This is an optimization exercise on Yosys and OpenROAD, whose aim is small area, a short achievable clock period and few clock cycles, not a production implementation.
Function was checked by simulation only, so behaviour that the tests miss may differ from the original.

== lane 1 ==
==> flow/design.v (excerpt) <==
module mandel_render_top #(
    parameter int IMG_W = 8,
    parameter int IMG_H = 6
) (
    input  logic                                 clk,
    input  logic                                 reset,
    input  logic                                 cfg_sen,
    input  logic                                 cfg_sclk,
    input  logic                                 cfg_sdata,
    output logic                                 pixel_valid,
    output logic [mandel_fixed_pkg::PIX_WIDTH-1:0] pixel_count,
    output logic                                 frame_done,
    output logic                                 busy
);
Settings: LEC_CHECK=0, ABC_AREA=1, CAP_MARGIN=20, CORE_MARGIN=2, CORE_UTILIZATION=40, SLEW_MARGIN=20; clock period 9.0 ns.
standard.sh (not shown) runs the stock make flow with config.mk's settings and CLKGATE_MAP_FILE= SYNTH_SCRIPT=/design/flow/synth_recipe.tcl, a recipe that flattens the netlist after the stock synthesis.
==> flow/flow/run.sh <==
#!/bin/bash
set -euo pipefail
R="$PWD/orfs/results/$FLOW_PLATFORM/mandel_render_top/base"
bash standard.sh "$R/1_2_yosys.v" > synth_make.log 2>&1
cp "$R/1_2_yosys.v" yosys_netlist_before_polarity.v
python3 flow/polarity.py "$R/1_2_yosys.v" > polarity.log 2>&1
bash standard.sh finish SETUP_SLACK_MARGIN=6.0 > layout_make.log 2>&1
Other scripts of this flow, unchanged in this note and not shown: flow/flow/polarity.py
Testbench counts of lane 1, summed over its fixed seeds: cycles 220,512.
> inputs changed (lane 1 -> lane 2)
- putting CTS_CLUSTER_DIAMETER at 200 where nothing was set
- putting CTS_CLUSTER_SIZE at 30 where nothing was set
[summary]
- Of lane 2 and lane 1, it is lane 2 that has the higher buffers plus inverters on the worst setup path.
- Relative to lane 1, the worst hold slack of lane 2 is higher by 10 ps.
- Of lane 2 and lane 1, it is lane 2 that has the lower routed metal-1 wirelength.
- Global routing usage summed across all routing layers in lane 2 is 0.34 points lower than in lane 1
- Number of cell instances on the worst register-to-register path is lower on lane 1
- Against lane 1, lane 2 comes in 8.8 ps higher on clock period minus final worst setup slack.
Modified inputs, lane 3 compared to lane 2
- CTS_CLUSTER_DIAMETER removed (was 200)
- ABC_AREA removed (was 1)
- CTS_CLUSTER_SIZE removed (was 30)
-- flow/flow/run.sh --
<<< lane 2, line 7
bash standard.sh finish SETUP_SLACK_MARGIN=6.0 > layout_make.log 2>&1
>>> lane 3, line 7
bash standard.sh finish SETUP_SLACK_MARGIN=6.0 "BUFFER_PORTS_ARGS=-buffer_cell sky130_fd_sc_hd__buf_4" > layout_make.log 2>&1
==> comparison <==
Lane 2 went all the way through the flow, and no timing, DRC or antenna check failed.
Lane 3 reached the end of the flow, and the finished layout is clean on the timing, DRC and antenna checks.
Diff lane 2 -> lane 3: worst setup slack lost 41 ps; clock period minus worst slack picked up an extra 41 ps; utilization picked up an extra 2.0 points.

---

run 1:
mandel_render_top, a different RTL version from the one above (not shown whole).
For scale: roughly 1,300 cells after synthesis, about 12 I/O pins.
## mandel_render_top
module mandel_render_top #(
    parameter int IMG_W = 8,
    parameter int IMG_H = 6
) (
    input  logic                                 clk,
    input  logic                                 reset,
    input  logic                                 cfg_sen,
    input  logic                                 cfg_sclk,
    input  logic                                 cfg_sdata,
    output logic                                 pixel_valid,
    output logic [mandel_fixed_pkg::PIX_WIDTH-1:0] pixel_count,
    output logic                                 frame_done,
    output logic                                 busy
);
==> flow/config.mk <==
export PLATFORM = sky130hd
export DESIGN_NAME = mandel_render_top
export DESIGN_NICKNAME = mandel_render_top
export VERILOG_FILES = /design/flow/design.v
export SDC_FILE = /design/flow/constraint.sdc
export NUM_CORES = 4
export LEC_CHECK = 0
export ABC_AREA = 1
export CAP_MARGIN = 20
export CORE_MARGIN = 2
export CORE_UTILIZATION = 40
export CTS_CLUSTER_DIAMETER = 150
export CTS_CLUSTER_SIZE = 20
export SLEW_MARGIN = 20
==> flow/constraint.sdc <==
create_clock -name core_clock -period 9.0 [get_ports {clk}]
set_input_delay 1.8000 -clock core_clock [delete_from_list [all_inputs] [get_ports {clk}]]
set_output_delay 1.8000 -clock core_clock [all_outputs]
set_load 0.01 [all_outputs]
==> flow/flow/run.sh <==
#!/bin/bash
set -euo pipefail
R="$PWD/orfs/results/$FLOW_PLATFORM/mandel_render_top/base"
bash standard.sh "$R/1_2_yosys.v" > synth_make.log 2>&1
cp "$R/1_2_yosys.v" yosys_netlist_before_polarity.v
python3 flow/polarity.py "$R/1_2_yosys.v" > polarity.log 2>&1
bash standard.sh finish SETUP_SLACK_MARGIN=6.0 "BUFFER_PORTS_ARGS=-buffer_cell sky130_fd_sc_hd__buf_4" > layout_make.log 2>&1
Other scripts of this flow, unchanged in this note and not shown: flow/flow/polarity.py
Testbench counts of run 1, summed over its fixed seeds: cycles 220,512.
The inputs of run 2 differ from those of run 1 as listed below.
==> flow/flow/run.sh <==
#!/bin/bash
set -euo pipefail
R="$PWD/orfs/results/$FLOW_PLATFORM/mandel_render_top/base"
bash standard.sh "$R/1_2_yosys.v" > synth_make.log 2>&1
cp "$R/1_2_yosys.v" yosys_netlist_before_polarity.v
python3 flow/polarity.py "$R/1_2_yosys.v" > polarity.log 2>&1
bash standard.sh finish SETUP_SLACK_MARGIN=6.0 > layout_make.log 2>&1
==> comparison <==
Re boundary pin count: no difference whatsoever between run 2 and run 1. Global-route wire length before repair came out higher on run 2 than on run 1. Number of buffer and inverter stages on the critical path | run 2 below run 1. Higher design area among run 1 and run 2: run 1. Against run 1, final cell count without fillers in run 2 fell slightly. Run 2 ends up with lower hold slack than run 1 does. Half-perimeter wire length after placement: run 2 > run 1. Maximum frequency on run 2 is up relative to run 1. The clock transition time at the flip-flop clock pins of the worst setup and hold paths on run 1 is in line with that on run 2.
Setup changes, run 2 to run 3
diff --git a/flow/config.mk b/flow/config.mk
--- a/flow/config.mk
+++ b/flow/config.mk
@@ -8,3 +8,3 @@
 export ABC_AREA = 1
-export CAP_MARGIN = 20
+export CAP_MARGIN = 10
 export CORE_MARGIN = 2
@@ -13,2 +13,2 @@
 export CTS_CLUSTER_SIZE = 20
-export SLEW_MARGIN = 20
+export SLEW_MARGIN = 10
### Flow results
- Run 3 finished every stage and its layout cleared the timing, DRC and antenna checks.
- Run 3 against run 2: worst hold slack rose 3.1 ps, fmax rose about 0.3%.
- Run 2 → run 3: setup slack after layout went up 8.8 ps, number of design-rule violations left by the first detailed-router iteration has decreased.

==> port drivers added, routing unchanged <==
The results above use ideal ports. As a check the final layouts listed here were re-extracted and re-timed, cells and wires unchanged.
Step 1 (the two cells are an assumption about what drives the block):
set clk [get_ports {clk}]
set_driving_cell -lib_cell sky130_fd_sc_hd__clkbuf_16 $clk
set_driving_cell -lib_cell sky130_fd_sc_hd__buf_2 [delete_from_list [all_inputs] $clk]
Step 2, shift: input delay + t, output delay - t, t = (earliest + latest rising clock arrival at the registers) / 2. This alone moves slack from input paths to output paths.
Slacks: no drivers / after step 1 / after step 2; pairs: no drivers / after step 1.
run	t, ns	slack for setup (ns)	hold slack, ns	slew at the worst register clock pin (ns)
lane 1	0.587	6.061 / 6.011 / 6.089	0.325 / 0.325 / 0.325	0.06 / 0.06
lane 2	0.516	6.052 / 6.052 / 6.052	0.336 / 0.336 / 0.336	0.12 / 0.12
lane 3	0.579	6.011 / 6.011 / 6.011	0.324 / 0.324 / 0.324	0.06 / 0.06
run 1	0.534	6.039 / 6.039 / 6.039	0.329 / 0.329 / 0.329	0.10 / 0.10
run 2	0.544	6.073 / 6.054 / 6.073	0.326 / 0.326 / 0.326	0.10 / 0.10
run 3	0.524	6.081 / 6.078 / 6.081	0.329 / 0.329 / 0.329	0.09 / 0.09
After both steps setup and hold are still met in every run listed.
